This is an optimization exercise on Yosys and OpenROAD, whose aim is small area and a short achievable clock period, not a production implementation.
At most, simulation tests tie the RTL to the original design; equivalence was not proved.
Function not checked in runs 1, 3 and 4: the RTL went through the layout flow alone.
Power is estimated from default activity; no workload was simulated.

File: flow/config.mk
export PLATFORM = sky130hd
export DESIGN_NAME = periph_top
export DESIGN_NICKNAME = periph_top
export VERILOG_FILES = /design/flow/design.v
export SDC_FILE = /design/flow/constraint.sdc
export NUM_CORES = 4
export LEC_CHECK = 0
export ABC_AREA = 1
export CAP_MARGIN = 20
export CORE_MARGIN = 2
export CORE_UTILIZATION = 40
export SLEW_MARGIN = 20
File: flow/constraint.sdc
create_clock -name core_clock -period 60.0 [get_ports {clk_i}]
set_input_delay 12.0000 -clock core_clock [delete_from_list [all_inputs] [get_ports {clk_i}]]
set_output_delay 12.0000 -clock core_clock [all_outputs]
set_load 0.01 [all_outputs]
File: flow/run.sh
#!/bin/bash
# synth_recipe.tcl (not shown) runs the flow's synth.tcl, then flattens the netlist and writes it again
# the make line also repeats each setting of config.mk as NAME=value (left out here)
make -C /OpenROAD-flow-scripts/flow DESIGN_CONFIG=/design/flow/config.mk WORK_HOME=/design/flow/orfs CLKGATE_MAP_FILE= SYNTH_SCRIPT=/design/flow/synth_recipe.tcl finish
File: flow/design.v
`timescale 1ns/10ps
package periph_pkg;
  typedef logic [31:0] addr_t;
  typedef logic [31:0] data_t;
  typedef logic [3:0]  strb_t;
  typedef logic [63:0] mtime_t;
  typedef logic [$clog2(7+1)-1:0] prio_t;
  typedef logic [$clog2(32)-1:0] src_id_t;
  typedef logic [32-1:0] src_vec_t;
  typedef enum logic [1:0] {
    REGION_NONE,
    REGION_CLINT,
    REGION_PLIC
  } region_e;
  function automatic data_t apply_be(data_t cur, data_t wdata, strb_t be);
    data_t res;
    res = cur;
    for (int b = 0; b < 4; b++) begin
      if (be[b]) res[8*b +: 8] = wdata[8*b +: 8];
    end
    apply_be = res;
  endfunction
endpackage
`timescale 1ns/10ps
module periph_top (
  input  logic                            clk_i,
  input  logic                            ndmreset_n,
  input  logic                            req_i,
  input  logic                            we_i,
  input  logic [31:0]                     addr_i,
  input  logic [3:0]                      be_i,
  input  logic [31:0]                     wdata_i,
  output logic [31:0]                     rdata_o,
  input  logic [32-1:0]  irq_sources_i,
  output logic                            timer_irq_o,
  output logic                            ipi_o,
  output logic [2-1:0]  eip_o
);
  localparam logic [31:0] CB = 32'h0200_0000;
  localparam logic [31:0] PB = 32'h0C00_0000;
  logic        tick_q;
  logic [63:0] mtime_q;
  logic [63:0] mtimecmp_q;
  logic        msip_q;
  logic        timer_q;
  logic [31:0] rdata_q;
  logic [2:0]  prio_q [1:31];
  logic [31:1] en0_q, en1_q;
  logic [2:0]  thr0_q, thr1_q;
  logic [31:1] pend_q, infl_q;
  logic rd, wr;
  assign rd = req_i & ~we_i;
  assign wr = req_i &  we_i;
  logic hit_msip, hit_cmplo, hit_cmphi, hit_mtlo, hit_mthi;
  logic hit_prio, hit_pend, hit_en0, hit_en1, hit_thr0, hit_thr1, hit_clm0, hit_clm1;
  logic [4:0] prio_idx;
  assign hit_msip  = addr_i == CB + 32'h0000_0000;
  assign hit_cmplo = addr_i == CB + 32'h0000_4000;
  assign hit_cmphi = addr_i == CB + 32'h0000_4000 + 32'd4;
  assign hit_mtlo  = addr_i == CB + 32'h0000_BFF8;
  assign hit_mthi  = addr_i == CB + 32'h0000_BFF8 + 32'd4;
  assign hit_prio  = addr_i[31:7] == PB[31:7];
  assign prio_idx  = addr_i[6:2];
  assign hit_pend  = addr_i == PB + 32'h0000_1000;
  assign hit_en0   = addr_i == PB + 32'h0000_2000;
  assign hit_en1   = addr_i == PB + 32'h0000_2000 + 32'h80;
  assign hit_thr0  = addr_i == PB + 32'h0020_0000;
  assign hit_clm0  = addr_i == PB + 32'h0020_0000 + 32'd4;
  assign hit_thr1  = addr_i == PB + 32'h0020_0000 + 32'h1000;
  assign hit_clm1  = addr_i == PB + 32'h0020_0000 + 32'h1004;
  logic [31:1] p2, p1, p0;
  always_comb begin
    for (int i = 1; i < 32; i++) begin
      p2[i] = prio_q[i][2];
      p1[i] = prio_q[i][1];
      p0[i] = prio_q[i][0];
    end
  end
  logic [4:0] best0, best1;
  logic       eip0, eip1;
  plic_arb u_arb0 (.act_i(pend_q & en0_q), .p2_i(p2), .p1_i(p1), .p0_i(p0),
                   .thr_i(thr0_q), .id_o(best0), .eip_o(eip0));
  plic_arb u_arb1 (.act_i(pend_q & en1_q), .p2_i(p2), .p1_i(p1), .p0_i(p0),
                   .thr_i(thr1_q), .id_o(best1), .eip_o(eip1));
  logic        claim, complete;
  logic [4:0]  sel_id;
  logic [31:1] sel_mask;
  assign claim    = rd & (hit_clm0 | hit_clm1);
  assign complete = wr & (hit_clm0 | hit_clm1);
  assign sel_id   = we_i ? wdata_i[4:0]
                         : (({5{hit_clm0}} & best0) | ({5{hit_clm1}} & best1));
  always_comb begin
    for (int i = 1; i < 32; i++) sel_mask[i] = (sel_id == 5'(i));
  end
  logic [31:0] rd_data;
  logic [2:0]  prio_rd;
  always_comb begin
    prio_rd = (prio_idx == 5'd0) ? 3'd0 : prio_q[prio_idx];
    rd_data = '0;
    rd_data    |= {32{hit_msip}}  & {31'd0, msip_q};
    rd_data    |= {32{hit_cmplo}} & mtimecmp_q[31:0];
    rd_data    |= {32{hit_cmphi}} & mtimecmp_q[63:32];
    rd_data    |= {32{hit_mtlo}}  & mtime_q[31:0];
    rd_data    |= {32{hit_mthi}}  & mtime_q[63:32];
    rd_data    |= {32{hit_prio}}  & {29'd0, prio_rd};
    rd_data    |= {32{hit_pend}}  & {pend_q, 1'b0};
    rd_data    |= {32{hit_en0}}   & {en0_q, 1'b0};
    rd_data    |= {32{hit_en1}}   & {en1_q, 1'b0};
    rd_data    |= {32{hit_thr0}}  & {29'd0, thr0_q};
    rd_data    |= {32{hit_thr1}}  & {29'd0, thr1_q};
    rd_data    |= {32{hit_clm0}}  & {27'd0, best0};
    rd_data    |= {32{hit_clm1}}  & {27'd0, best1};
  end
  logic        wr_mtlo, wr_mthi;
  logic [63:0] mtime_inc;
  assign wr_mtlo   = wr & hit_mtlo;
  assign wr_mthi   = wr & hit_mthi;
  assign mtime_inc = mtime_q + {63'd0, ~tick_q & ~wr_mtlo & ~wr_mthi};
  always_ff @(posedge clk_i or negedge ndmreset_n) begin
    if (!ndmreset_n) begin
      tick_q     <= 1'b0;
      mtime_q    <= '0;
      mtimecmp_q <= '1;
      msip_q     <= 1'b0;
      timer_q    <= 1'b0;
      rdata_q    <= '0;
    end else begin
      tick_q  <= ~tick_q;
      timer_q <= mtime_q >= mtimecmp_q;
      rdata_q <= rd ? rd_data : 32'd0;
      for (int b = 0; b < 4; b++) begin
        mtime_q[8*b +: 8]    <= (wr_mtlo & be_i[b]) ? wdata_i[8*b +: 8] : mtime_inc[8*b +: 8];
        mtime_q[32+8*b +: 8] <= (wr_mthi & be_i[b]) ? wdata_i[8*b +: 8] : mtime_inc[32+8*b +: 8];
        if (wr & hit_cmplo & be_i[b]) mtimecmp_q[8*b +: 8]    <= wdata_i[8*b +: 8];
        if (wr & hit_cmphi & be_i[b]) mtimecmp_q[32+8*b +: 8] <= wdata_i[8*b +: 8];
      end
      if (wr & hit_msip & be_i[0]) msip_q <= wdata_i[0];
    end
  end
  always_ff @(posedge clk_i or negedge ndmreset_n) begin
    if (!ndmreset_n) begin
      for (int i = 1; i < 32; i++) prio_q[i] <= 3'd0;
      en0_q  <= '0;
      en1_q  <= '0;
      thr0_q <= 3'd0;
      thr1_q <= 3'd0;
      pend_q <= '0;
      infl_q <= '0;
    end else begin
      for (int i = 1; i < 32; i++)
        if (wr & hit_prio & be_i[0] & (prio_idx == 5'(i))) prio_q[i] <= wdata_i[2:0];
      for (int i = 1; i < 32; i++)
        if (wr & hit_en0 & be_i[i/8]) en0_q[i] <= wdata_i[i];
      for (int i = 1; i < 32; i++)
        if (wr & hit_en1 & be_i[i/8]) en1_q[i] <= wdata_i[i];
      if (wr & hit_thr0 & be_i[0]) thr0_q <= wdata_i[2:0];
      if (wr & hit_thr1 & be_i[0]) thr1_q <= wdata_i[2:0];
      pend_q <= (pend_q | (irq_sources_i[31:1] & ~infl_q)) & ~({31{claim}} & sel_mask);
      infl_q <= (infl_q | ({31{claim}} & sel_mask)) & ~({31{complete}} & sel_mask);
    end
  end
  assign rdata_o     = rdata_q;
  assign timer_irq_o = timer_q;
  assign ipi_o       = msip_q;
  assign eip_o       = {eip1, eip0};
endmodule
module plic_arb (
  input  logic [31:1] act_i,
  input  logic [31:1] p2_i,
  input  logic [31:1] p1_i,
  input  logic [31:1] p0_i,
  input  logic [2:0]  thr_i,
  output logic [4:0]  id_o,
  output logic        eip_o
);
  logic [31:1] c2, c1, c0;
  logic        m2, m1, m0, t2, t1, t0;
  assign m2 = (|(act_i & p2_i)) | thr_i[2];
  assign t2 = thr_i[2] | ~m2;
  assign c2 = m2 ? (act_i & p2_i) : act_i;
  assign m1 = (|(c2 & p1_i)) | (t2 & thr_i[1]);
  assign t1 = t2 & (thr_i[1] | ~m1);
  assign c1 = m1 ? (c2 & p1_i) : c2;
  assign m0 = (|(c1 & p0_i)) | (t1 & thr_i[0]);
  assign t0 = t1 & (thr_i[0] | ~m0);
  assign c0 = m0 ? (c1 & p0_i) : c1;
  always_comb begin
    id_o = 5'd0;
    for (int i = 31; i >= 1; i--)
      if (c0[i]) id_o = 5'(i);
    if (t0) id_o = 5'd0;
  end
  assign eip_o = ~t0;
endmodule
==> flow_summary_export.csv, run 1 <==
group,metric,value,unit
power_and_ir_drop,irDropWorstVdd,0.02128,mV
drt,wl_per_cell,22.09,um
timing,relSlewSlack,0.06032,
worst_setup_path,cp_max_fo,10,
placed_design,place_area,26440,um2
global_routing,grt_max_degree,148,
die,start_util,0.4050,
placed_design,hpwl,71.45,mm
global_routing,grt_pass1_wl,142.7,mm
synthesis,ys_types,60,
synthesis,ys_seq_area_frac,0.3984,
timing,tightest_slew,1374,ps
synthesis,synth-seq-cells,386,
clock_network,cts_root_buf,"clkbuf_16",
drt,avgViaCountPerCell,5.791,
drt,antenna_left,0,
final_layout,num-nets-final,3642,
power_and_ir_drop,leakagePower,12.59,nW
drt,vias,24830,
timing,maxSlewViolCount,0,
final_layout,final_common_cell,"nand2_1",
synthesis,syn-num-nets,3551,
final_layout,diodes,0,
placed_design,globalplace.congestion,1.002,
min_path,min_path_type,"flop to flop",
final_layout,fin_util,0.4623,
synthesis,synth-edff-count,0,
placed_design,io_buffers,138,
synthesis,netlist_area,24450,um2
synthesis,synth_area_leaders,"dfrtp_1 33%, nand2_1 15%, o21ai_0 7.2%",
worst_setup_path,path_class,"input port to flop",
global_routing,grt.total_usage,0.2974,
timing,timing.setup.tns,0,ps
final_layout,syn_to_final_growth,14.15,%
synthesis,synth_top_area_cell,"dfrtp_1",
final_layout,design_area,27910,um2
die,die_x,251.2,um
worst_setup_path,arrival,20390,ps
worst_setup_path,slowest_delay,730,ps
synthesis,yosys.area.top_type_share,0.3296,
drt,remaining_drc_errors,0,
drt,wl,94.69,mm
die,fp.dieH,251.2,um
drt,dr.pass1.iters,7,
run,drv_cap,0,
clock_network,clock_path_buffers,3,
synthesis,ys_warn_count,6,
timing,finalCritPeriodShare,0.3320,
clock_network,hold_buffers,0,
clock_network,cts.sinks,386,
clock_network,cts_tree,"built",
synthesis,avgSynthCellArea,7.230,um2
global_routing,grt_pass1_vias,22750,
clock_network,clk_latency,610,ps
timing,clock_skew,31.96,ps
worst_setup_path,slowest_stage,"clkdlybuf4s50_1",
timing,rsz0062_at_grt,"no",
final_layout,layout_common_cells,"970 x nand2_1, 353 x o21ai_0, 322 x dfrtp_1",
worst_setup_path,cp-start-kind,"input port",
global_routing,grt.overflow.total,0,
worst_setup_path,crit_top_cell,"nor4_1",
worst_setup_path,critPathCaptureType,"flop",
timing,finalHoldViolations,0,
clock_network,ctsHtreeMaxLevel,2,
clock_network,numCtsBuffers,46,
timing,finalSetupViolCount,0,
power_and_ir_drop,pwr_density_cell,20.15,nW/um2
synthesis,synthCells,3381,
outcome,status,"finished clean",
die,coreArea,60360,um2
final_layout,drive_above_1_share,0.06448,
die,io_pins,140,
timing,max_freq,0.05021,GHz
clock_network,cts_resized,0,
clock_network,clk_pin_slew_worst_paths,60,ps
synthesis,synth-main-ff-cell,"dfrtp_1",
worst_setup_path,worstPathRequired,60470,ps
timing,whs,460.2,ps
synthesis,async_reset_ff_frac,1.000,
timing,finalCriticalPeriod,19920,ps
die,row_count,90,
die,die-area,63110,um2
drt,drt-initial-drc-count,2713,
global_routing,antenna_found_initial,1,
clock_network,postCtsSetupBuffers,0,
-- worst max-delay path, delay by kind of cell --
family / cells / cell delay, ps
adders and majority gates: 2 / 380
xor gates and xnor gates: 1 / 110
buffers and inverters: 6 / 1410
AOI/OAI and AO/OA: 1 / 80
and+or+nand+nor: 23 / 6360
-- synthesized netlist by cell type (all sizes together), types with 5 or more instances --
library cell	instances
inv	310
a22o	6
nor4	27
a32o	19
nor3	68
clkbuf	75
dfstp	64
a21oi	142
o211ai	36
nor2	284
ha	66
xor2	38
xnor2	5
a31oi	19
nand2	976
buf	47
clkinv	8
nand4	133
o22ai	28
o31ai	6
a2111oi	8
a221oi	41
nand3	237
dfrtp	322
o21ai	372
-- cell families after synthesis --
logic type,count (synthesis),synth area share
compound gates,710,0.1691
xor+xnor,43,0.01541
fa+ha+maj,66,0.03378
buf+inv,440,0.07365
flops,386,0.3984
mux,2,0.0009212
simple gates,1734,0.3087
-- metal layers --
layer	routed length, um	share of wire	GRT usage	vias up
li1	-	-	-	11720
met1	40830	0.43	0.4188	11770
met2	40430	0.43	0.4472	1155
met3	9882	0.10	0.06875	183
met4	3536	0.037	0.1044	2
met5	8	0.000084	0	-
-- sequential cells by signal (all words and copies together) (netlist names) --
name	cells
mtimecmp_q	64
pend_q	31
thr0_q	3
prio_q	93
thr1_q	3
msip_q	1
tick_q	1
timer_q	1
en0_q	31
rdata_q	32
infl_q	31
en1_q	31
mtime_q	64
-- power breakdown --
group / internal [mW] / total, mW / switching, mW
Combinational: 0.00742 / 0.0253 / 0.0179
Sequential: 0.261 / 0.261 / 0.00000000739
Clock: 0.159 / 0.276 / 0.118
Total: 0.427 / 0.562 / 0.135
-- worst paths after layout --
| path | startpoint | to | slack [ps] | cells after the start |
|---|---|---|---|---|
| min reg2reg | tick_q$_DFF_PN0_ | tick_q$_DFF_PN0_ | 460 | 1 |
| min in group asynchronous | ndmreset_n | mtime_q[62]$_DFF_PN0_ | 11430 | 1 |
| max in group asynchronous | ndmreset_n | prio_q[3][0]$_DFFE_PN0P_ | 47090 | 2 |
| min | tick_q$_DFF_PN0_ | tick_q$_DFF_PN0_ | 460 | 1 |
| max | addr_i[3] | mtime_q[62]$_DFF_PN0_ | 40080 | 33 |
| max reg2reg | pend_q[6]$_DFF_PN0_ | infl_q[4]$_DFF_PN0_ | 49970 | 37 |
-- layout make-up --
class                           count  area (um2)
Fill cell                        6184       32450
Multi-Input combinational cell   2555       12930
Sequential cell                   386        9739
Timing Repair Buffer              165        1602
Clock buffer                       65        1292
Inverter                          318        1194
Tap cell                          782       978.4
Clock inverter                     16       165.2
-- metrics by stage --
step	setup WS, ps	instances	total power [mW]
CTS	40220	4287	0.5673
floorplan	42850	3381	0.2720
global route	39310	4287	0.5806
detailed placement	39600	4206	0.2905
finish	40080	4287	0.5622
global placement	39680	4206	0.2905
==> inputs of run 2 (changes only) <==
--- a/flow/design.v
+++ b/flow/design.v
@@ -115,7 +115,14 @@
   logic [63:0] mtime_inc;
   assign wr_mtlo   = wr & hit_mtlo;
   assign wr_mthi   = wr & hit_mthi;
-  assign mtime_inc = mtime_q + {63'd0, ~tick_q & ~wr_mtlo & ~wr_mthi};
+  logic       mt_en;
+  logic [8:0] mt_pre;
+  assign mt_en     = ~tick_q & ~wr_mtlo & ~wr_mthi;
+  assign mt_pre[0] = 1'b1;
+  for (genvar g = 0; g < 8; g++) begin : g_mt
+    assign mt_pre[g+1] = mt_pre[g] & (&mtime_q[8*g +: 8]);
+    assign mtime_inc[8*g +: 8] = mtime_q[8*g +: 8] + {7'd0, mt_en & mt_pre[g]};
+  end
   always_ff @(posedge clk_i or negedge ndmreset_n) begin
     if (!ndmreset_n) begin
       tick_q     <= 1'b0;
==> run 2 against run 1 <==
Effect of this change:
- sequential share of layout area increased by 0.35 points
- clock-buffer cell count unchanged
- area after synthesis decreased by 1.7%
- utilization increased by 0.41 points
- highest routed layer unchanged
- hold slack got worse by 61 ps
- combinational power about the same
- flip-flop and latch count unchanged
- still clean on timing, DRC and antenna
- global-route usage increased by 1.1 points
- critical path type is now flop to primary output
- routed wire length increased by 2.6%
==> flow_summary_export.csv, run 2 <==
group,metric,value,unit
outcome,status,"finished clean",
drt,remaining_drc_errors,0,
die,die-area,62060,um2
timing,timing.setup.tns,0,ps
clock_network,ctsHtreeMaxLevel,2,
synthesis,yosys.area.top_type_share,0.3353,
synthesis,ys_warn_count,6,
die,row_count,89,
die,coreArea,59240,um2
synthesis,synth_top_area_cell,"dfrtp_1",
global_routing,grt.overflow.total,0,
die,io_pins,140,
min_path,min_path_cells,1,
synthesis,synthTopCellsByCount,"959 x nand2_1, 347 x o21ai_0, 322 x dfrtp_1",
min_path,min_path_type,"flop to flop",
synthesis,synth-edff-count,0,
drt,avgViaCountPerCell,5.802,
synthesis,syn-num-nets,3488,
clock_network,clk_latency,630,ps
worst_setup_path,cp-start-kind,"flop",
synthesis,synth-main-ff-cell,"dfrtp_1",
drt,wl,97.20,mm
final_layout,filler_cell_count,6059,
worst_setup_path,arrival,6930,ps
die,fp.dieH,249.1,um
synthesis,ys_types,53,
synthesis,synthCells,3304,
final_layout,num-nets-final,3584,
timing,whs,398.8,ps
synthesis,ys_seq_area_frac,0.4052,
worst_setup_path,cp_max_fo,33,
final_layout,layout_common_cells,"958 x nand2_1, 346 x o21ai_0, 322 x dfrtp_1",
final_layout,fin_util,0.4664,
clock_network,postCtsSetupBuffers,0,
die,die_x,249.1,um
worst_setup_path,path_class,"flop to primary output",
final_layout,syn_to_final_growth,14.97,%
timing,clock_skew,25.92,ps
global_routing,grt.total_usage,0.3085,
clock_network,hold_buffers,0,
timing,finalCritPeriodShare,0.3155,
worst_setup_path,worstPathRequired,48000,ps
global_routing,grt_max_degree,159,
clock_network,cts_resized,0,
run,drv_cap,0,
timing,tightest_slew,1303,ps
power_and_ir_drop,leakagePower,12.54,nW
timing,relSlewSlack,0.1199,
synthesis,synth_most_common_cell,"nand2_1",
synthesis,synth_area_leaders,"dfrtp_1 34%, nand2_1 15%, o21ai_0 7.2%",
power_and_ir_drop,finalPower,0.5765,mW
timing,max_freq,0.05283,GHz
drt,drt-initial-drc-count,2624,
drt,wl_per_cell,23.08,um
worst_setup_path,r2r_cells,38,
drt,dr.pass1.iters,6,
timing,finalHoldViolations,0,
placed_design,place_area,26050,um2
clock_network,cts.sinks,386,
final_layout,final_common_cell,"nand2_1",
final_layout,largest_reg_flops,93,
global_routing,grt_pass1_vias,22760,
die,start_util,0.4057,
placed_design,hpwl,72.31,mm
synthesis,netlist_area,24030,um2
power_and_ir_drop,irDropWorstVdd,0.01969,mV
final_layout,drive_above_1_share,0.05879,
global_routing,antenna_found_initial,4,
final_layout,design_area,27630,um2
synthesis,synth-seq-cells,386,
timing,finalSetupViolCount,0,
clock_network,cts_tree,"built",
clock_network,clk_pin_slew_worst_paths,60,ps
clock_network,cts_root_buf,"clkbuf_16",
synthesis,async_reset_ff_frac,1.000,
worst_setup_path,critPathCaptureType,"primary output",
timing,maxSlewViolCount,0,
power_and_ir_drop,pwr_density_cell,20.86,nW/um2
placed_design,globalplace.congestion,1.015,
clock_network,numCtsBuffers,46,
final_layout,reg_top3,"prio_q x93, mtime_q x64, mtimecmp_q x64",
global_routing,grt_pass1_wl,145.1,mm
synthesis,avgSynthCellArea,7.274,um2
timing,finalCriticalPeriod,18930,ps
timing,rsz0062_at_grt,"no",
drt,antenna_left,0,
placed_design,io_buffers,138,
final_layout,regMostFlops,"prio_q",
clock_network,clock_path_buffers,3,
drt,vias,24430,
[run 2: cell count changes after synthesis, sizes merged, moves of 13 or more]
cell,delta
inv,-23
a22o,+15
nor4,-14
a221oi,+16
a31oi,-13
ha,+14
a32o,-19
nand2,-14
[run 2: routing by layer]
| metal | track usage | share of wire |
|---|---|---|
| met1 | 0.4052 | 0.41 |
| met4 | 0.1671 | 0.058 |
| met2 | 0.4790 | 0.44 |
| met5 | 0 | 0.00035 |
| met3 | 0.06207 | 0.090 |
[run 2: cell families after synthesis]
| logic type | Yosys count | synth area share |
|---|---|---|
| compound gates | 681 | 0.1647 |
| xor+xnor | 48 | 0.01749 |
| fa+ha+maj | 80 | 0.04165 |
| buf+inv | 409 | 0.06815 |
| flops | 386 | 0.4052 |
| simple gates | 1700 | 0.3028 |
[run 2: per-stage QoR]
step	std cells	worst slack, ps
floorplan	3304	44720
global route	4209	40950
global placement	4124	41900
detailed placement	4124	41910
finish	4211	41070
CTS	4208	41340
[run 2: where the power goes]
part	switching, mW	internal (mW)	total, mW
logic	0.0177	0.00747	0.0251
clock network	0.122	0.168	0.291
registers	0.0000000130	0.261	0.261
[run 2: final timing paths]
check | from | end | slack [ps]
min in group asynchronous | ndmreset_n | mtime_q[5]$_DFF_PN0_ | 11430
worst max register to register | pend_q[4]$_DFF_PN0_ | infl_q[28]$_DFF_PN0_ | 50270
worst min register to register | tick_q$_DFF_PN0_ | tick_q$_DFF_PN0_ | 400
worst max-delay path | pend_q[4]$_DFF_PN0_ | eip_o[1] | 41070
worst min-delay path | tick_q$_DFF_PN0_ | tick_q$_DFF_PN0_ | 400
max in group asynchronous | ndmreset_n | prio_q[18][1]$_DFFE_PN0P_ | 47120
[run 2: worst max-delay path, cell delays in order, from the launching register on]
cell and delay, ps:
dfrtp_1 580, nand3_1 180, nand2_1 100, nor2_1 230
nand2_1 150, nor2_4 830, nand3_2 1010, a21oi_1 460
nand2_1 100, nand2_1 80, nor2_1 50, nand2_1 190
nor2_8 140, nand3_4 390, nand2_1 140, nand3_1 160
nand2_1 70, nor2_1 180, nand2_1 120, nor2_2 220
nand2_1 80, inv_1 60, o21ai_0 170, clkdlybuf4s50_1 560
[run 2: area by class of cell]
class,count,area [um2],share of cell area
multi-input combinational,2509,12660,0.4582
sequential,386,9739,0.3525
timing repair buffer,164,1592,0.05760
clock buffer,65,1323,0.04787
inverter,293,1100,0.03980
tap,773,967.2,0.03500
clock inverter,19,245.2,0.008876
antenna,2,5.005,0.0001811
==> inputs of run 3 (changes only) <==
--- a/flow/design.v
+++ b/flow/design.v
@@ -40,7 +40,7 @@
   localparam logic [31:0] PB = 32'h0C00_0000;
   logic        tick_q;
   logic [63:0] mtime_q;
-  logic [63:0] mtimecmp_q;
+  logic [63:0] ncmp_q;       
   logic        msip_q;
   logic        timer_q;
   logic [31:0] rdata_q;
@@ -87,8 +87,7 @@
   logic [31:1] sel_mask;
   assign claim    = rd & (hit_clm0 | hit_clm1);
   assign complete = wr & (hit_clm0 | hit_clm1);
-  assign sel_id   = we_i ? wdata_i[4:0]
-                         : (({5{hit_clm0}} & best0) | ({5{hit_clm1}} & best1));
+  assign sel_id   = we_i ? wdata_i[4:0] : (addr_i[12] ? best1 : best0);
   always_comb begin
     for (int i = 1; i < 32; i++) sel_mask[i] = (sel_id == 5'(i));
   end
@@ -98,8 +97,8 @@
     prio_rd = (prio_idx == 5'd0) ? 3'd0 : prio_q[prio_idx];
     rd_data = '0;
     rd_data    |= {32{hit_msip}}  & {31'd0, msip_q};
-    rd_data    |= {32{hit_cmplo}} & mtimecmp_q[31:0];
-    rd_data    |= {32{hit_cmphi}} & mtimecmp_q[63:32];
+    rd_data    |= {32{hit_cmplo}} & ~ncmp_q[31:0];
+    rd_data    |= {32{hit_cmphi}} & ~ncmp_q[63:32];
     rd_data    |= {32{hit_mtlo}}  & mtime_q[31:0];
     rd_data    |= {32{hit_mthi}}  & mtime_q[63:32];
     rd_data    |= {32{hit_prio}}  & {29'd0, prio_rd};
@@ -123,23 +122,25 @@
     assign mt_pre[g+1] = mt_pre[g] & (&mtime_q[8*g +: 8]);
     assign mtime_inc[8*g +: 8] = mtime_q[8*g +: 8] + {7'd0, mt_en & mt_pre[g]};
   end
+  logic [64:0] ge_sum;
+  assign ge_sum = {1'b0, mtime_q} + {1'b0, ncmp_q} + 65'd1;
   always_ff @(posedge clk_i or negedge ndmreset_n) begin
     if (!ndmreset_n) begin
       tick_q     <= 1'b0;
       mtime_q    <= '0;
-      mtimecmp_q <= '1;
+      ncmp_q     <= '0;
       msip_q     <= 1'b0;
       timer_q    <= 1'b0;
       rdata_q    <= '0;
     end else begin
       tick_q  <= ~tick_q;
-      timer_q <= mtime_q >= mtimecmp_q;
+      timer_q <= ge_sum[64];
       rdata_q <= rd ? rd_data : 32'd0;
       for (int b = 0; b < 4; b++) begin
         mtime_q[8*b +: 8]    <= (wr_mtlo & be_i[b]) ? wdata_i[8*b +: 8] : mtime_inc[8*b +: 8];
         mtime_q[32+8*b +: 8] <= (wr_mthi & be_i[b]) ? wdata_i[8*b +: 8] : mtime_inc[32+8*b +: 8];
-        if (wr & hit_cmplo & be_i[b]) mtimecmp_q[8*b +: 8]    <= wdata_i[8*b +: 8];
-        if (wr & hit_cmphi & be_i[b]) mtimecmp_q[32+8*b +: 8] <= wdata_i[8*b +: 8];
+        if (wr & hit_cmplo & be_i[b]) ncmp_q[8*b +: 8]    <= ~wdata_i[8*b +: 8];
+        if (wr & hit_cmphi & be_i[b]) ncmp_q[32+8*b +: 8] <= ~wdata_i[8*b +: 8];
       end
       if (wr & hit_msip & be_i[0]) msip_q <= wdata_i[0];
     end
--- a/flow/config.mk
+++ b/flow/config.mk
@@ -5,7 +5,7 @@
 export SDC_FILE = /design/flow/constraint.sdc
 export NUM_CORES = 4
 export LEC_CHECK = 0
-export ABC_AREA = 1
+export ABC_CLOCK_PERIOD_IN_PS = 2500
 export CAP_MARGIN = 20
 export CORE_MARGIN = 2
 export CORE_UTILIZATION = 40
==> run 3 against run 2 <==
Effect of this change:
- critical path type unchanged
- clock skew is 5.0 ps lower
- critical path depth is 7 lower
- hold slack better by 14 ps
- via count is 8.6% higher
- area after synthesis is 5.5% higher
- worst setup slack worse by 37 ps
- still clean on timing, DRC and antenna
- clock power is 2% higher
- routed wire length is 44% higher
- global-route usage is 11 points higher
- sequential share of layout area is 2.1 points lower
- synthesized cell count is 13% lower
==> flow_summary_export.csv, run 3 <==
group,metric,value,unit
outcome,status,"finished clean",
synthesis,syn-num-nets,3050,
run,drv_cap,0,
final_layout,drive_above_1_share,0.1312,
power_and_ir_drop,netSwitchingPower,0.1433,mW
worst_setup_path,cp_max_fo,41,
power_and_ir_drop,leakagePower,12.71,nW
worst_setup_path,crit_top_cell,"buf_4",
power_and_ir_drop,p_clk_frac,0.509,
timing,rsz0062_at_grt,"no",
timing,maxSlewViolCount,0,
worst_setup_path,slowest_stage,"dfrtp_1",
timing,whs,413.1,ps
die,fp.dieH,255.7,um
power_and_ir_drop,p_sw_frac,0.2446,
worst_setup_path,r2r_cells,20,
placed_design,hpwl,105.7,mm
worst_setup_path,slowest_delay,620,ps
synthesis,netlist_area,25350,um2
worst_setup_path,path_class,"flop to primary output",
die,io_pins,140,
timing,timing.setup.tns,0,ps
global_routing,grt_pass1_wl,194.5,mm
synthesis,synthTopCellsByCount,"386 x dfrtp_1, 254 x nand2_1, 242 x nor2_1",
drt,avgViaCountPerCell,6.954,
power_and_ir_drop,seq_power_share,0.445,
synthesis,ys_seq_area_frac,0.3810,
synthesis,yosys.area.top_type_share,0.3810,
die,start_util,0.4033,
clock_network,cts_resized,0,
timing,finalSetupViolCount,0,
worst_setup_path,cp-start-kind,"flop",
final_layout,regMostFlops,"prio_q",
timing,tightest_slew,1228,ps
clock_network,hold_buffers,0,
drt,dr.pass1.iters,8,
placed_design,io_buffers,138,
power_and_ir_drop,power_frac_comb,0.047,
final_layout,reg_top3,"prio_q x93, mtime_q x64, ncmp_q x64",
synthesis,synth-main-ff-cell,"dfrtp_1",
timing,fin_ws,41030,ps
worst_setup_path,r2r-start,"pend_q[18]$_DFF_PN0_",
timing,clock_skew,20.95,ps
power_and_ir_drop,irDropWorstVdd,0.01844,mV
synthesis,synth-edff-count,0,
power_and_ir_drop,intPower,0.4424,mW
die,die_x,255.7,um
die,row_count,92,
worst_setup_path,critPathCaptureType,"primary output",
final_layout,fin_cells,3814,
min_path,min_path_type,"flop to flop",
global_routing,grt_pass1_vias,25120,
die,die-area,65410,um2
drt,antenna_left,0,
worst_setup_path,startpoint,"pend_q[12]$_DFF_PN0_",
clock_network,clk_latency,620,ps
synthesis,synth-seq-cells,386,
global_routing,grt_max_degree,76,
worst_setup_path,worstPathRequired,48000,ps
drt,remaining_drc_errors,0,
worst_setup_path,rrSetupSlack,51060,ps
clock_network,postCtsSetupBuffers,0,
drt,wl,139.5,mm
global_routing,grt.total_usage,0.4168,
drt,drt-initial-drc-count,3400,
timing,finalCriticalPeriod,18970,ps
global_routing,grt.overflow.total,0,
final_layout,syn_to_final_growth,14.95,%
timing,finalHoldViolations,0,
final_layout,layout_common_cells,"386 x dfrtp_1, 254 x nand2_1, 240 x nor2_1",
power_and_ir_drop,pwr_density_cell,20.10,nW/um2
timing,finalCritPeriodShare,0.3161,
die,coreArea,62850,um2
worst_setup_path,crit_chain,"and2_1 -> a221oi_1 -> nand2_1 -> nor2_2 -> buf_4 -> a21oi_1 -> nand4_2 -> nor2_4 -> buf_4 -> o221ai_1 -> o2111ai_1 -> nor4_4 -> buf_4 -> a31oi_1 -> nand2b_1 -> clkdlybuf4s50_1",
clock_network,cts_tree,"built",
synthesis,async_reset_ff_frac,1.000,
global_routing,antenna_found_initial,8,
worst_setup_path,crit_end,"eip_o[1]",
synthesis,synth_area_leaders,"dfrtp_1 38%, mux2_2 7.8%, a21oi_1 4.5%",
timing,relSlewSlack,0.1726,
synthesis,ys_warn_count,6,
synthesis,synth_most_common_cell,"dfrtp_1",
worst_setup_path,arrival,6970,ps
clock_network,clk_pin_slew_worst_paths,60,ps
drt,vias,26520,
clock_network,cts.sinks,386,
synthesis,avgSynthCellArea,8.842,um2
synthesis,synthCells,2867,
clock_network,numCtsBuffers,47,
final_layout,largest_reg_flops,93,
synthesis,ys_types,100,
min_path,min_path_cells,1,
final_layout,num-nets-final,3114,
final_layout,final_common_cell,"dfrtp_1",
clock_network,cts_root_buf,"clkbuf_16",
synthesis,synth_top_area_cell,"dfrtp_1",
placed_design,globalplace.congestion,1.065,
timing,max_freq,0.05273,GHz
placed_design,dpl.cell_count,3728,
drt,wl_per_cell,36.59,um
clock_network,ctsHtreeMaxLevel,2,
placed_design,preCtsSetupSlack,42030,ps
clock_network,clock_path_buffers,3,
worst_setup_path,r2r-end,"infl_q[17]$_DFF_PN0_",
==> run 3: cell types whose count changed in the layout (fill, tap and decap cells not counted), sizes merged, moves of 44 or more <==
cell	previous run	this run
a21oi	131	230
and2	1	59
and3	3	53
buf	27	74
dfrtp	322	386
dfstp	64	0
inv	289	87
mux2	0	175
nand2	962	256
nand3	227	180
nand4	139	81
nor2	288	244
o21ai	369	131
==> run 3: kinds of logic (layout without fill, tap and decap cells) <==
| kind of cell | Yosys count | after routing | synth area share |
|---|---|---|---|
| adder cells (fa/ha/maj) | 79 | 79 | 0.03899 |
| flip-flops | 386 | 386 | 0.3810 |
| XOR/XNOR | 48 | 48 | 0.01658 |
| other | 0 | 3 | 0 |
| AO/OA/AOI/OAI | 840 | 840 | 0.2304 |
| AND/OR/NAND/NOR | 1058 | 1058 | 0.2084 |
| multiplexers | 175 | 175 | 0.07774 |
| buffers and inverters | 281 | 379 | 0.04679 |
==> run 3: worst min-delay path by stage <==
stage | start | end | slack, ps
final | tick_q$_DFF_PN0_ | tick_q$_DFF_PN0_ | 410
after global routing | tick_q$_DFF_PN0_ | tick_q$_DFF_PN0_ | 460
after CTS | tick_q$_DFF_PN0_ | tick_q$_DFF_PN0_ | 420
after detailed placement | tick_q$_DFF_PN0_ | tick_q$_DFF_PN0_ | 410
after global placement | tick_q$_DFF_PN0_ | tick_q$_DFF_PN0_ | 410
after floorplan | tick_q$_DFF_PN0_ | tick_q$_DFF_PN0_ | 390
==> run 3: cell type report <==
class,instances,area (um2)
Antenna cell,3,7.507
Clock buffer,68,1385
Sequential cell,386,9659
Timing Repair Buffer,211,1934
Fill cell,6170,33710
Tap cell,846,1059
Clock inverter,15,212.7
Inverter,85,319.1
Multi-Input combinational cell,2200,14560
==> run 3: stage by stage <==
stage	cell area (um2)	total power, mW	util
6_report	29140	0.5857	0.4636
3_5_place_dp	27530	0.2920	0.4381
2_1_floorplan	25350	0.2715	-
4_1_cts	29130	0.5876	0.4635
3_3_place_gp	27530	0.2916	0.4381
5_1_grt	29130	0.6002	0.4635
==> run 3: critical path: cells and delay by family (launching register included) <==
family / cells / cell delay [ps]
flip-flops: 1 / 620
buffers and inverters: 4 / 1660
AO/OA/AOI/OAI: 5 / 1630
AND/OR/NAND/NOR: 7 / 2390
==> run 3: per-layer routing <==
metal / global-route usage / part of all wire
met4: 0.2102 / 0.062
met1: 0.5659 / 0.41
met2: 0.6033 / 0.41
met5: 0 / 0.00026
met3: 0.1207 / 0.12
==> run 3: power by group through the flow <==
stage                     Sequential (mW)  Combinational, mW  Clock [mW]
after floorplan                     0.265            0.00639           0
after global routing                0.260             0.0285       0.311
after detailed placement            0.265             0.0269           0
after CTS                           0.260             0.0270       0.300
final                               0.260             0.0273       0.298
after global placement              0.265             0.0266           0
==> inputs of run 4 (changes only) <==
==> flow/flow/run.sh (new file) <==
#!/bin/bash
# The standard layout (standard.sh, unchanged synthesis and steps), with two settings
# passed through the environment:
#  - port buffers are buf_2 cells instead of the default delay-buffer choice;
#  - timing repair (floorplan, CTS, global route) aims for a setup slack of
#    SETUP_SLACK_MARGIN ns at the design's own clock and constraints.
set -euo pipefail
export BUFFER_PORTS_ARGS="-buffer_cell sky130_fd_sc_hd__buf_2"
export SETUP_SLACK_MARGIN=45
bash standard.sh > standard.log 2>&1
==> flow/standard.sh (new file) <==
#!/bin/bash
# synth_recipe.tcl (not shown) runs the flow's synth.tcl, then flattens the netlist and writes it again
# the make line also repeats each setting of config.mk as NAME=value (left out here)
make -C /OpenROAD-flow-scripts/flow DESIGN_CONFIG=/design/flow/config.mk WORK_HOME=/design/flow/orfs CLKGATE_MAP_FILE= SYNTH_SCRIPT=/design/flow/synth_recipe.tcl "${@:-finish}"
--- a/flow/config.mk
+++ b/flow/config.mk
@@ -5,7 +5,7 @@
 export SDC_FILE = /design/flow/constraint.sdc
 export NUM_CORES = 4
 export LEC_CHECK = 0
-export ABC_CLOCK_PERIOD_IN_PS = 2500
+export ABC_AREA = 1
 export CAP_MARGIN = 20
 export CORE_MARGIN = 2
 export CORE_UTILIZATION = 40
removed: flow/run.sh
==> run 4 against run 3 <==
Effect of this change:
- largest cell class unchanged
- non-clock buffer count is 71 higher
- maximum frequency is 16% higher
- global-route usage is 9.4 points lower
- highest routed layer unchanged
- largest power group unchanged
- routed wire length is 27% lower
==> flow_summary_export.csv, run 4 <==
group,metric,value,unit
drt,vias,25480,
drt,drt-initial-drc-count,3067,
worst_setup_path,crit_top_cell,"nand2_1",
final_layout,diodes,0,
synthesis,synth-compound-area-share,0.1644,
drt,wl,101.5,mm
min_path,min_path_cells,1,
timing,finalCriticalPeriod,16340,ps
synthesis,synthTopCellsByCount,"989 x nand2_1, 386 x dfrtp_1, 380 x o21ai_0",
clock_network,clock_path_buffers,3,
global_routing,antenna_found_initial,4,
synthesis,netlist_area,23950,um2
placed_design,preCtsSetupSlack,42330,ps
drt,remaining_drc_errors,0,
die,die-area,61840,um2
synthesis,synth-main-ff-cell,"dfrtp_1",
die,start_util,0.4050,
clock_network,cts.sinks,386,
power_and_ir_drop,irDropWorstVdd,0.02146,mV
worst_setup_path,critPathCaptureType,"primary output",
final_layout,num-nets-final,3719,
power_and_ir_drop,p_sw_frac,0.2436,
power_and_ir_drop,power_frac_comb,0.043,
synthesis,synth-edff-count,0,
die,fp.dieH,248.7,um
synthesis,ys_types,54,
worst_setup_path,path_class,"flop to primary output",
global_routing,grt.overflow.total,0,
clock_network,cts_root_buf,"clkbuf_16",
timing,finalSetupViolCount,0,
power_and_ir_drop,pwr_density_cell,19.18,nW/um2
clock_network,numCtsBuffers,45,
timing,timing.setup.tns,0,ps
synthesis,synth.area.mux_share,0,
worst_setup_path,r2r-start,"pend_q[5]$_DFF_PN0_",
synthesis,synth_area_leaders,"dfrtp_1 40%, nand2_1 16%, o21ai_0 7.9%",
power_and_ir_drop,seq_power_share,0.468,
synthesis,synthAdderAreaFrac,0.04128,
global_routing,grt.total_usage,0.3228,
min_path,min_to,"tick_q$_DFF_PN0_",
clock_network,clk_pin_slew_worst_paths,60,ps
final_layout,drive_above_1_share,0.1674,
clock_network,cts_tree,"built",
placed_design,globalplace.congestion,1.005,
drt,wl_per_cell,23.38,um
timing,whs,440.5,ps
timing,fin_ws,43660,ps
final_layout,syn_to_final_growth,21.02,%
final_layout,design_area,28980,um2
placed_design,place_area,25290,um2
timing,maxSlewViolCount,0,
final_layout,largest_reg_flops,93,
power_and_ir_drop,netSwitchingPower,0.1354,mW
synthesis,ys_warn_count,6,
power_and_ir_drop,leakagePower,14.01,nW
synthesis,yosys.area.top_type_share,0.4034,
synthesis,synth_most_common_cell,"nand2_1",
worst_setup_path,cp-start-kind,"flop",
synthesis,synth_xor_area_frac,0.01756,
worst_setup_path,r2r_cells,41,
power_and_ir_drop,finalPower,0.5558,mW
worst_setup_path,cp_max_fo,15,
power_and_ir_drop,p_clk_frac,0.489,
worst_setup_path,arrival,4340,ps
timing,clock_skew,46.18,ps
timing,finalHoldViolations,0,
outcome,status,"finished clean",
synthesis,synth-seq-cells,386,
final_layout,layout_common_cells,"960 x nand2_1, 370 x o21ai_0, 342 x dfrtp_1",
min_path,min_path_type,"flop to flop",
timing,relSlewSlack,0.1022,
worst_setup_path,worstPathRequired,48000,ps
die,die_x,248.7,um
synthesis,syn-num-nets,3494,
synthesis,avgSynthCellArea,7.232,um2
drt,dr.pass1.iters,25,
synthesis,async_reset_ff_frac,1.000,
final_layout,final_common_cell,"nand2_1",
synthesis,synthSimpleGateAreaFrac,0.3092,
timing,rsz0062_at_grt,"yes",
final_layout,reg_top3,"prio_q x93, mtime_q x64, ncmp_q x64",
clock_network,clk_latency,610,ps
die,row_count,89,
drt,avgViaCountPerCell,5.871,
timing,tightest_slew,1333,ps
synthesis,synthCells,3311,
placed_design,hpwl,71.85,mm
global_routing,grt_pass1_vias,23790,
clock_network,hold_buffers,0,
die,io_pins,140,
worst_setup_path,slowest_stage,"dfrtp_2",
placed_design,io_buffers,138,
worst_setup_path,slowest_delay,500,ps
synthesis,ys_seq_area_frac,0.4034,
timing,max_freq,0.06121,GHz
power_and_ir_drop,intPower,0.4204,mW
final_layout,regMostFlops,"prio_q",
timing,finalCritPeriodShare,0.2723,
synthesis,synth_top_family_by_area,"simple AND/OR/NAND/NOR gates",
global_routing,grt_max_degree,106,
worst_setup_path,r2r-end,"infl_q[13]$_DFF_PN0_",
min_path,hold_start,"tick_q$_DFF_PN0_",
run,drv_cap,0,
die,coreArea,59130,um2
drt,antenna_left,0,
worst_setup_path,rrSetupSlack,52070,ps
clock_network,ctsHtreeMaxLevel,2,
synthesis,synth_top_area_cell,"dfrtp_1",
global_routing,grt_pass1_wl,151.2,mm
run 4: cell count changes after synthesis, moves of 55 or more:
cell / before / now
inv_1: 85 / 253
mux2_2: 175 / 0
and2_1: 55 / 0
o21ai_0: 128 / 380
a21oi_1: 230 / 129
nand2_1: 254 / 989
run 4: routing by layer:
layer | track usage | vias up | wire length [um] | share of wire
met2 | 0.4900 | 1356 | 43260 | 0.43
li1 | - | 11700 | - | -
met4 | 0.1546 | 8 | 5642 | 0.056
met5 | 0 | - | 56 | 0.00055
met1 | 0.4244 | 12100 | 41080 | 0.40
met3 | 0.09107 | 312 | 11440 | 0.11
run 4: kinds of logic (layout without fill, tap and decap cells):
logic type	count (synthesis)	in the layout
xor gates and xnor gates	48	48
DFF	386	386
and+or+nand+nor	1722	1736
AOI/OAI and AO/OA	696	696
buffers and inverters	380	622
adders and majority gates	79	79
run 4: power groups by stage:
stage / Clock [mW] / Sequential, mW / Combinational, mW
2_1_floorplan: 0 / 0.265 / 0.00679
3_5_place_dp: 0 / 0.265 / 0.0223
6_report: 0.272 / 0.260 / 0.0238
4_1_cts: 0.276 / 0.260 / 0.0228
5_1_grt: 0.287 / 0.260 / 0.0257
3_3_place_gp: 0 / 0.265 / 0.0224
run 4: worst max path at each step:
stage,start,to,slack (ps),cells past startpoint
after floorplan,addr_i[23],mtime_q[62]$_DFF_PN0_,45010,23
after global placement,pend_q[5]$_DFF_PN0_,eip_o[1],42300,23
after detailed placement,pend_q[5]$_DFF_PN0_,eip_o[1],42330,23
after CTS,pend_q[23]$_DFF_PN0_,eip_o[1],43850,26
after global routing,pend_q[23]$_DFF_PN0_,eip_o[1],43500,25
final,pend_q[3]$_DFF_PN0_,eip_o[1],43660,26
run 4: final cells by class:
class	instances	area, um2
fill	5913	30150
clock inverter	15	180.2
tap	773	967.2
timing repair buffer	282	2195
multi-input combinational	2559	13680
sequential	386	9714
inverter	262	988.4
clock buffer	63	1254
run 4: timing repair:
| action | 4_1_cts | 5_1_grt |
|---|---|---|
| pin swaps | 69 | 36 |
| buffers inserted | 94 | 18 |
| setup endpoints to repair | 75 | 36 |
| gates cloned | 18 | 0 |
| resized for setup | 219 | 75 |
run 4: critical path, delay by kind of cell, from the launching register on:
kind / cells / cell delay (ps)
flip-flops: 1 / 500
buffers and inverters: 6 / 870
AND/OR/NAND/NOR: 19 / 2180
AO/OA/AOI/OAI: 1 / 180
run 4: through the flow:
stage / instances / utilization
finish: 4340 / 0.4901
global route: 4340 / 0.4901
CTS: 4322 / 0.4825
detailed placement: 4132 / 0.4277
global placement: 4132 / 0.4277
floorplan: 3311 / -
==> inputs of run 5 (changes only) <==
--- a/flow/design.v
+++ b/flow/design.v
@@ -186,10 +186,17 @@
   assign m2 = (|(act_i & p2_i)) | thr_i[2];
   assign t2 = thr_i[2] | ~m2;
   assign c2 = m2 ? (act_i & p2_i) : act_i;
-  assign m1 = (|(c2 & p1_i)) | (t2 & thr_i[1]);
+  logic any1_1, any1_0, any0_11, any0_10, any0_01, any0_00;
+  assign any1_1  = |(act_i & p2_i & p1_i);
+  assign any1_0  = |(act_i & p1_i);
+  assign any0_11 = |(act_i & p2_i & p1_i & p0_i);
+  assign any0_10 = |(act_i & p2_i & p0_i);
+  assign any0_01 = |(act_i & p1_i & p0_i);
+  assign any0_00 = |(act_i & p0_i);
+  assign m1 = (m2 ? any1_1 : any1_0) | (t2 & thr_i[1]);
   assign t1 = t2 & (thr_i[1] | ~m1);
   assign c1 = m1 ? (c2 & p1_i) : c2;
-  assign m0 = (|(c1 & p0_i)) | (t1 & thr_i[0]);
+  assign m0 = (m2 ? (m1 ? any0_11 : any0_10) : (m1 ? any0_01 : any0_00)) | (t1 & thr_i[0]);
   assign t0 = t1 & (thr_i[0] | ~m0);
   assign c0 = m0 ? (c1 & p0_i) : c1;
   always_comb begin
--- a/flow/flow/run.sh
+++ b/flow/flow/run.sh
@@ -6,5 +6,5 @@
 #    SETUP_SLACK_MARGIN ns at the design's own clock and constraints.
 set -euo pipefail
 export BUFFER_PORTS_ARGS="-buffer_cell sky130_fd_sc_hd__buf_2"
-export SETUP_SLACK_MARGIN=45
+export SETUP_SLACK_MARGIN=44.5
 bash standard.sh > standard.log 2>&1
==> run 5 against run 4 <==
Effect of this change:
- still clean
- hold slack got worse by 40 ps
- final cell count grew 3.2%
- utilization down 3.2 points
- critical path type is now input port to flop
==> flow_summary_export.csv, run 5 <==
group,metric,value,unit
outcome,status,"finished clean",
die,io_pins,140,
synthesis,synth_top_area_cell,"dfrtp_1",
drt,wl,111.9,mm
placed_design,place_area,26380,um2
synthesis,yosys.area.top_type_share,0.3873,
drt,vias,26090,
final_layout,design_area,28250,um2
synthesis,netlist_area,24940,um2
placed_design,hpwl,86.24,mm
power_and_ir_drop,power_frac_comb,0.040,
worst_setup_path,cp_max_fo,11,
global_routing,grt_pass1_vias,24150,
global_routing,grt_max_degree,76,
drt,dr.pass1.iters,6,
power_and_ir_drop,netSwitchingPower,0.1378,mW
worst_setup_path,crit_top_cell,"inv_1",
synthesis,ys_types,60,
final_layout,layout_common_cells,"799 x nand2_1, 419 x nor2_1, 384 x o21ai_0",
clock_network,cts.sinks,386,
synthesis,ys_seq_area_frac,0.3873,
drt,avgViaCountPerCell,5.826,
timing,rsz0062_at_grt,"yes",
global_routing,grt.overflow.total,0,
placed_design,globalplace.congestion,1.067,
clock_network,numCtsBuffers,45,
global_routing,grt_pass1_wl,161.9,mm
timing,whs,400.7,ps
drt,remaining_drc_errors,0,
timing,tightest_slew,1165,ps
worst_setup_path,slowest_stage,"nor4_1",
final_layout,final_common_cell,"nand2_1",
synthesis,async_reset_ff_frac,1.000,
timing,maxSlewViolCount,0,
power_and_ir_drop,intPower,0.4338,mW
clock_network,cts_root_buf,"clkbuf_16",
worst_setup_path,cp_num_buf_inv,4,
synthesis,synth-main-ff-cell,"dfrtp_1",
power_and_ir_drop,p_clk_frac,0.505,
power_and_ir_drop,p_sw_frac,0.2411,
synthesis,avgSynthCellArea,7.147,um2
worst_setup_path,critPathCaptureType,"flop",
power_and_ir_drop,leakagePower,13.07,nW
final_layout,drive_above_1_share,0.09918,
timing,finalHoldViolations,0,
worst_setup_path,crit_chain,"buf_2 -> inv_1 -> nand2_1 -> nor2_1 -> inv_1 -> o22ai_1 -> a221oi_1 -> o2111ai_1 -> nor4_1 -> nand3_1 -> a31oi_1 -> nand3_1 -> nand2_1 -> inv_1",
drt,antenna_left,0,
worst_setup_path,arrival,16080,ps
global_routing,grt.total_usage,0.3445,
synthesis,synthCells,3490,
synthesis,synthTopCellsByCount,"803 x nand2_1, 424 x nor2_1, 391 x o21ai_0",
worst_setup_path,critPathTopFamily,"simple AND/OR/NAND/NOR gates",
worst_setup_path,slowest_delay,960,ps
timing,timing.setup.tns,0,ps
min_path,min_path_type,"flop to flop",
die,die-area,64370,um2
die,die_x,253.7,um
timing,relSlewSlack,0.2164,
power_and_ir_drop,pwr_density_cell,20.23,nW/um2
synthesis,synth-edff-count,0,
clock_network,clk_latency,610,ps
drt,wl_per_cell,24.98,um
power_and_ir_drop,irDropWorstVdd,0.01984,mV
worst_setup_path,cp-start-kind,"input port",
power_and_ir_drop,seq_power_share,0.455,
final_layout,regMostFlops,"prio_q",
final_layout,num-nets-final,3788,
clock_network,clk_pin_slew_worst_paths,50,ps
worst_setup_path,worstPathRequired,60490,ps
die,start_util,0.4042,
synthesis,syn-num-nets,3673,
worst_setup_path,path_class,"input port to flop",
clock_network,cts_tree,"built",
drt,drt-initial-drc-count,3015,
synthesis,ys_warn_count,6,
die,fp.dieH,253.7,um
global_routing,antenna_found_initial,1,
final_layout,largest_reg_flops,93,
die,row_count,91,
clock_network,ctsHtreeMaxLevel,2,
clock_network,clock_path_buffers,3,
timing,finalCritPeriodShare,0.2599,
final_layout,syn_to_final_growth,13.27,%
timing,finalCriticalPeriod,15590,ps
synthesis,synth_area_leaders,"dfrtp_1 39%, nand2_1 12%, o21ai_0 7.8%",
final_layout,reg_top3,"prio_q x93, mtime_q x64, ncmp_q x64",
clock_network,hold_buffers,0,
run,drv_cap,0,
placed_design,io_buffers,138,
timing,max_freq,0.06414,GHz
die,coreArea,61710,um2
synthesis,synth_most_common_cell,"nand2_1",
synthesis,synth-seq-cells,386,
timing,finalSetupViolCount,0,
timing,clock_skew,32.65,ps
## run 5: worst reg2reg max path, delay by kind of cell, from the launching register on
kind                   cells  cell delay [ps]
AND/OR/NAND/NOR           14             2880
flip-flops                 1              530
buffers and inverters      3             1290
AO/OA/AOI/OAI              7             2290
## run 5: final cells by class
class,count,area [um2]
sequential,386,9673
timing repair inverter,2,17.52
clock inverter,18,252.7
inverter,395,1508
tap,837,1047
timing repair buffer,174,987.2
multi-input combinational,2601,13470
clock buffer,64,1297
fill,6463,33460
antenna,1,2.502
## run 5: per-layer routing
| metal | vias up | part of all wire | track usage |
|---|---|---|---|
| li1 | 12080 | - | - |
| met1 | 12450 | 0.43 | 0.4747 |
| met2 | 1308 | 0.43 | 0.5246 |
| met3 | 246 | 0.080 | 0.04722 |
| met4 | 2 | 0.062 | 0.1849 |
| met5 | - | 0.00013 | 0 |
## run 5: path summary, 6_finish.rpt
kind                       cells past startpoint            startpoint                        to  slack (ps)
min reg2reg                                    1      tick_q$_DFF_PN0_          tick_q$_DFF_PN0_         400
max                                           14             addr_i[6]      rdata_q[0]$_DFF_PN0_       44410
min in group asynchronous                      1            ndmreset_n  prio_q[8][2]$_DFFE_PN0P_       11350
min                                            1      tick_q$_DFF_PN0_          tick_q$_DFF_PN0_         400
max in group asynchronous                      3            ndmreset_n    ncmp_q[11]$_DFFE_PN0P_       46530
max reg2reg                                   24  pend_q[28]$_DFF_PN0_      infl_q[25]$_DFF_PN0_       52910
## run 5: repair_timing
item / in CTS / in global routing
cloned: 1 / 1
pin swaps: 5 / 9
gates resized for setup: 34 / 25
buffers inserted: 6 / 5
setup endpoints to repair: 40 / 8
## run 5: stage by stage
stage / power, mW / util / setup WS [ps] / instances
finish: 0.5716 / 0.4578 / 44410 / 4478
global route: 0.5888 / 0.4577 / 44480 / 4477
CTS: 0.5762 / 0.4556 / 44510 / 4471
detailed placement: 0.2877 / 0.4275 / 42040 / 4382
global placement: 0.2877 / 0.4275 / 42010 / 4381
floorplan: 0.2717 / - / 45010 / 3490
## run 5: kinds of logic after synthesis
logic type | after synthesis | synth area share
buf+inv | 503 | 0.08011
xor+xnor | 48 | 0.01686
simple gates | 1590 | 0.2715
fa+ha+maj | 79 | 0.03963
compound gates | 884 | 0.2046
flops | 386 | 0.3873
## run 5: power groups by stage
stage,Combinational (mW),Sequential (mW),Clock [mW]
after global routing,0.0250,0.260,0.304
after floorplan,0.00656,0.265,0
final,0.0228,0.260,0.288
after global placement,0.0226,0.265,0
after CTS,0.0228,0.260,0.293
after detailed placement,0.0226,0.265,0
==> inputs of run 6 (changes only) <==
--- a/flow/config.mk
+++ b/flow/config.mk
@@ -8,5 +8,9 @@
 export ABC_AREA = 1
 export CAP_MARGIN = 20
 export CORE_MARGIN = 2
-export CORE_UTILIZATION = 40
+export CORE_UTILIZATION = 55
+export CTS_BUF_LIST = sky130_fd_sc_hd__clkbuf_16
+export CTS_CLUSTER_DIAMETER = 60
+export CTS_CLUSTER_SIZE = 24
+export PLACE_DENSITY = 0.65
 export SLEW_MARGIN = 20
==> run 6 against run 5 <==
Effect of this change:
- worst setup slack better by 52 ps
- die area shrank 27%
- critical path depth is 9 higher
- final area down 1.9%
- non-clock buffer count is the same
- total power decreased by 6.7%
- via count grew 8.0%
- final cell count fell by 5.8%
- hold slack better by 37 ps
- first-iteration DRC count grew 56%
- clock power is 14% lower
- still clean on timing, DRC and antenna
- area after synthesis unchanged
==> flow_summary_export.csv, run 6 <==
group,metric,value,unit
outcome,status,"finished clean",
final_layout,diodes,0,
synthesis,synth-seq-cells,386,
final_layout,design_area,27710,um2
worst_setup_path,slowest_stage,"nor4_4",
synthesis,async_reset_ff_frac,1.000,
clock_network,clk_latency,600,ps
final_layout,drive_above_1_share,0.09782,
synthesis,synth_top_area_cell,"dfrtp_1",
final_layout,regMostFlops,"prio_q",
global_routing,grt_pass1_wl,166.2,mm
timing,finalCritPeriodShare,0.2590,
drt,wl_per_cell,27.05,um
final_layout,fin_util,0.6146,
timing,clock_skew,29.76,ps
synthesis,ys_warn_count,6,
placed_design,place_area,26080,um2
placed_design,hpwl,86.04,mm
die,row_count,78,
worst_setup_path,r2r-end,"infl_q[9]$_DFF_PN0_",
worst_setup_path,crit_top_cell,"nand2_1",
power_and_ir_drop,intPower,0.3865,mW
power_and_ir_drop,seq_power_share,0.487,
power_and_ir_drop,pwr_density_cell,19.24,nW/um2
min_path,min_path_type,"flop to flop",
power_and_ir_drop,leakagePower,12.96,nW
global_routing,grt_pass1_vias,26160,
die,io_pins,140,
min_path,min_to,"tick_q$_DFF_PN0_",
timing,fin_ws,44460,ps
final_layout,layout_common_cells,"800 x nand2_1, 417 x nor2_1, 385 x o21ai_0",
synthesis,ys_types,60,
synthesis,synth-edff-count,0,
run,drv_cap,0,
synthesis,ys_seq_area_frac,0.3873,
synthesis,syn-num-nets,3673,
global_routing,gr-usage-met3,0.1054,
clock_network,clock_path_buffers,3,
min_path,min_path_cells,1,
global_routing,met1_usage,0.6169,
die,start_util,0.5532,
worst_setup_path,crit_chain,"clkbuf_4 -> nand2_1 -> nor2_1 -> nand4_1 -> nor2_1 -> nand2_1 -> buf_8 -> nor2_4 -> nor4_4 -> and3_4 -> and3b_2 -> nor3b_4 -> nand2_2 -> nor3_4 -> buf_12 -> buf_4 -> ha_1 -> nand3_1 -> nor3_2 -> nand3_1 -> xor2_1 -> nand2_1 -> o21ai_0",
final_layout,num-nets-final,3776,
drt,drt-initial-drc-count,4711,
clock_network,clk_pin_slew_worst_paths,90,ps
timing,finalHoldViolations,0,
power_and_ir_drop,p_sw_frac,0.2751,
die,die_x,217.0,um
clock_network,numCtsBuffers,34,
clock_network,cts_tree,"built",
global_routing,top_usage_layer,"met2",
timing,maxSlewViolCount,0,
clock_network,ctsHtreeMaxLevel,2,
worst_setup_path,worstPathRequired,60450,ps
die,fp.dieH,217.0,um
synthesis,synth-main-ff-cell,"dfrtp_1",
power_and_ir_drop,power_frac_comb,0.045,
clock_network,hold_buffers,0,
die,die-area,47070,um2
worst_setup_path,critPathTopFamily,"simple AND/OR/NAND/NOR gates",
final_layout,syn_to_final_growth,11.11,%
worst_setup_path,rrSetupSlack,52840,ps
drt,wl,114.1,mm
worst_setup_path,r2r_cells,23,
global_routing,antenna_found_initial,0,
worst_setup_path,cp-start-kind,"input port",
die,coreArea,45090,um2
drt,dr.pass1.iters,8,
power_and_ir_drop,p_clk_frac,0.468,
final_layout,reg_top3,"prio_q x93, mtime_q x64, ncmp_q x64",
worst_setup_path,slowest_delay,430,ps
power_and_ir_drop,irDropWorstVdd,0.03036,mV
power_and_ir_drop,finalPower,0.5332,mW
synthesis,synth_area_leaders,"dfrtp_1 39%, nand2_1 12%, o21ai_0 7.8%",
worst_setup_path,path_class,"input port to flop",
timing,finalSetupViolCount,0,
timing,timing.setup.tns,0,ps
clock_network,cts.sinks,386,
placed_design,preCtsSetupSlack,42240,ps
worst_setup_path,cp_num_buf_inv,4,
timing,relSlewSlack,0.3216,
synthesis,yosys.area.top_type_share,0.3873,
clock_network,cts_root_buf,"clkbuf_16",
final_layout,largest_reg_flops,93,
synthesis,netlist_area,24940,um2
drt,antenna_left,0,
final_layout,final_common_cell,"nand2_1",
timing,tightest_slew,1007,ps
synthesis,avgSynthCellArea,7.147,um2
power_and_ir_drop,netSwitchingPower,0.1467,mW
timing,rsz0062_at_grt,"yes",
synthesis,synthTopCellsByCount,"803 x nand2_1, 424 x nor2_1, 391 x o21ai_0",
timing,max_freq,0.06435,GHz
global_routing,grt.overflow.total,0,
drt,vias,28190,
synthesis,synthCells,3490,
global_routing,grt_max_degree,121,
drt,remaining_drc_errors,0,
min_path,hold_start,"tick_q$_DFF_PN0_",
worst_setup_path,r2r-start,"pend_q[9]$_DFF_PN0_",
timing,finalCriticalPeriod,15540,ps
global_routing,grt.total_usage,0.4763,
drt,avgViaCountPerCell,6.681,
placed_design,globalplace.congestion,1.139,
placed_design,io_buffers,138,
worst_setup_path,arrival,15990,ps
synthesis,synth_most_common_cell,"nand2_1",
worst_setup_path,critPathCaptureType,"flop",
global_routing,globalRouteMet2Util,0.7197,
worst_setup_path,cp_max_fo,10,
run 6: power groups by stage:
stage	logic [mW]	clock network, mW	registers (mW)
global placement	0.0219	0	0.265
detailed placement	0.0225	0	0.265
floorplan	0.00656	0	0.265
finish	0.0238	0.249	0.260
CTS	0.0228	0.250	0.260
global route	0.0252	0.259	0.260
run 6: layout make-up:
class | instances | area [um2]
clock buffer | 35 | 875.8
clock inverter | 27 | 405.4
fill | 4005 | 17380
inverter | 395 | 1508
multi-input combinational | 2601 | 13490
sequential | 386 | 9673
tap | 600 | 750.7
timing repair buffer | 174 | 1001
timing repair inverter | 1 | 8.758
run 6: cells by family (layout without fill, tap and decap cells):
group | Yosys count | in the layout | synth area share
AND/OR/NAND/NOR | 1590 | 1590 | 0.2715
AO/OA/AOI/OAI | 884 | 884 | 0.2046
XOR/XNOR | 48 | 48 | 0.01686
buffers and inverters | 503 | 632 | 0.08011
flip-flops | 386 | 386 | 0.3873
adder cells (fa/ha/maj) | 79 | 79 | 0.03963
run 6: worst max path at each step:
| stage | startpoint | to | slack [ps] | cells past startpoint |
|---|---|---|---|---|
| after floorplan | addr_i[23] | mtime_q[62]$_DFF_PN0_ | 45010 | 23 |
| after global placement | addr_i[4] | mtime_q[63]$_DFF_PN0_ | 42280 | 22 |
| after detailed placement | addr_i[4] | mtime_q[63]$_DFF_PN0_ | 42240 | 22 |
| after CTS | addr_i[20] | mtime_q[63]$_DFF_PN0_ | 44490 | 25 |
| after global routing | addr_i[21] | mtime_q[55]$_DFF_PN0_ | 44430 | 26 |
| final | addr_i[6] | mtime_q[55]$_DFF_PN0_ | 44460 | 23 |
run 6: repair_timing:
| item | in CTS | in global routing |
|---|---|---|
| gates resized for setup | 44 | 22 |
| pin swaps | 8 | 10 |
| endpoints found under the setup margin | 38 | 16 |
| setup buffers | 7 | 5 |
| cloned | 0 | 1 |
run 6: stage by stage:
step / hold WS (ps) / instances
after floorplan: 379.5 / 3490
after global placement: 394.0 / 4144
after detailed placement: 415.7 / 4144
after CTS: 430.3 / 4213
after global routing: 438.7 / 4219
final: 437.5 / 4219
run 6: layer usage:
layer | up-vias | wire length, um
met5 | - | 0
met4 | 0 | 10080
met3 | 583 | 13880
met2 | 2297 | 48250
met1 | 13260 | 41920
li1 | 12050 | -

separate check: timing with driven ports:
In the flow no input, the clock included, has a driving cell. The finished layouts below were timed again as built, in two steps. Step 1 (the two cells are an assumption about what drives the block):
set clk [get_ports {clk_i}]
set_driving_cell -lib_cell sky130_fd_sc_hd__clkbuf_16 $clk
set_driving_cell -lib_cell sky130_fd_sc_hd__buf_2 [delete_from_list [all_inputs] $clk]
Step 2 adds t to the input delays and takes it off the output delays; t is the mean of the earliest and latest rising clock arrival at the registers after step 1. Input paths then give back, and output paths get back, about the clock's delay inside the block. a / b / c = ideal ports / drivers / drivers and shift; a / b = the first two.
run | t, ns | slack for setup (ns) | hold slack, ns | slew at the worst register clock pin (ns)
run 1 | 0.653 | 40.082 / 40.112 / 39.459 | 0.460 / 0.460 / 0.460 | 0.06 / 0.06
run 2 | 0.676 | 41.071 / 41.008 / 41.680 | 0.399 / 0.399 / 0.399 | 0.06 / 0.06
run 3 | 0.675 | 41.034 / 40.967 / 41.642 | 0.413 / 0.413 / 0.413 | 0.06 / 0.06
run 4 | 0.645 | 43.664 / 43.604 / 44.249 | 0.440 / 0.440 / 0.440 | 0.07 / 0.07
run 5 | 0.661 | 44.408 / 44.450 / 43.789 | 0.401 / 0.401 / 0.401 | 0.06 / 0.06
run 6 | 0.645 | 44.460 / 44.408 / 43.849 | 0.438 / 0.438 / 0.438 | 0.09 / 0.09
After both steps setup and hold are still met in every run listed. The setup slack of run 1, which loses most, moves by +0.030 ns with the drivers and by -0.623 ns with both steps.
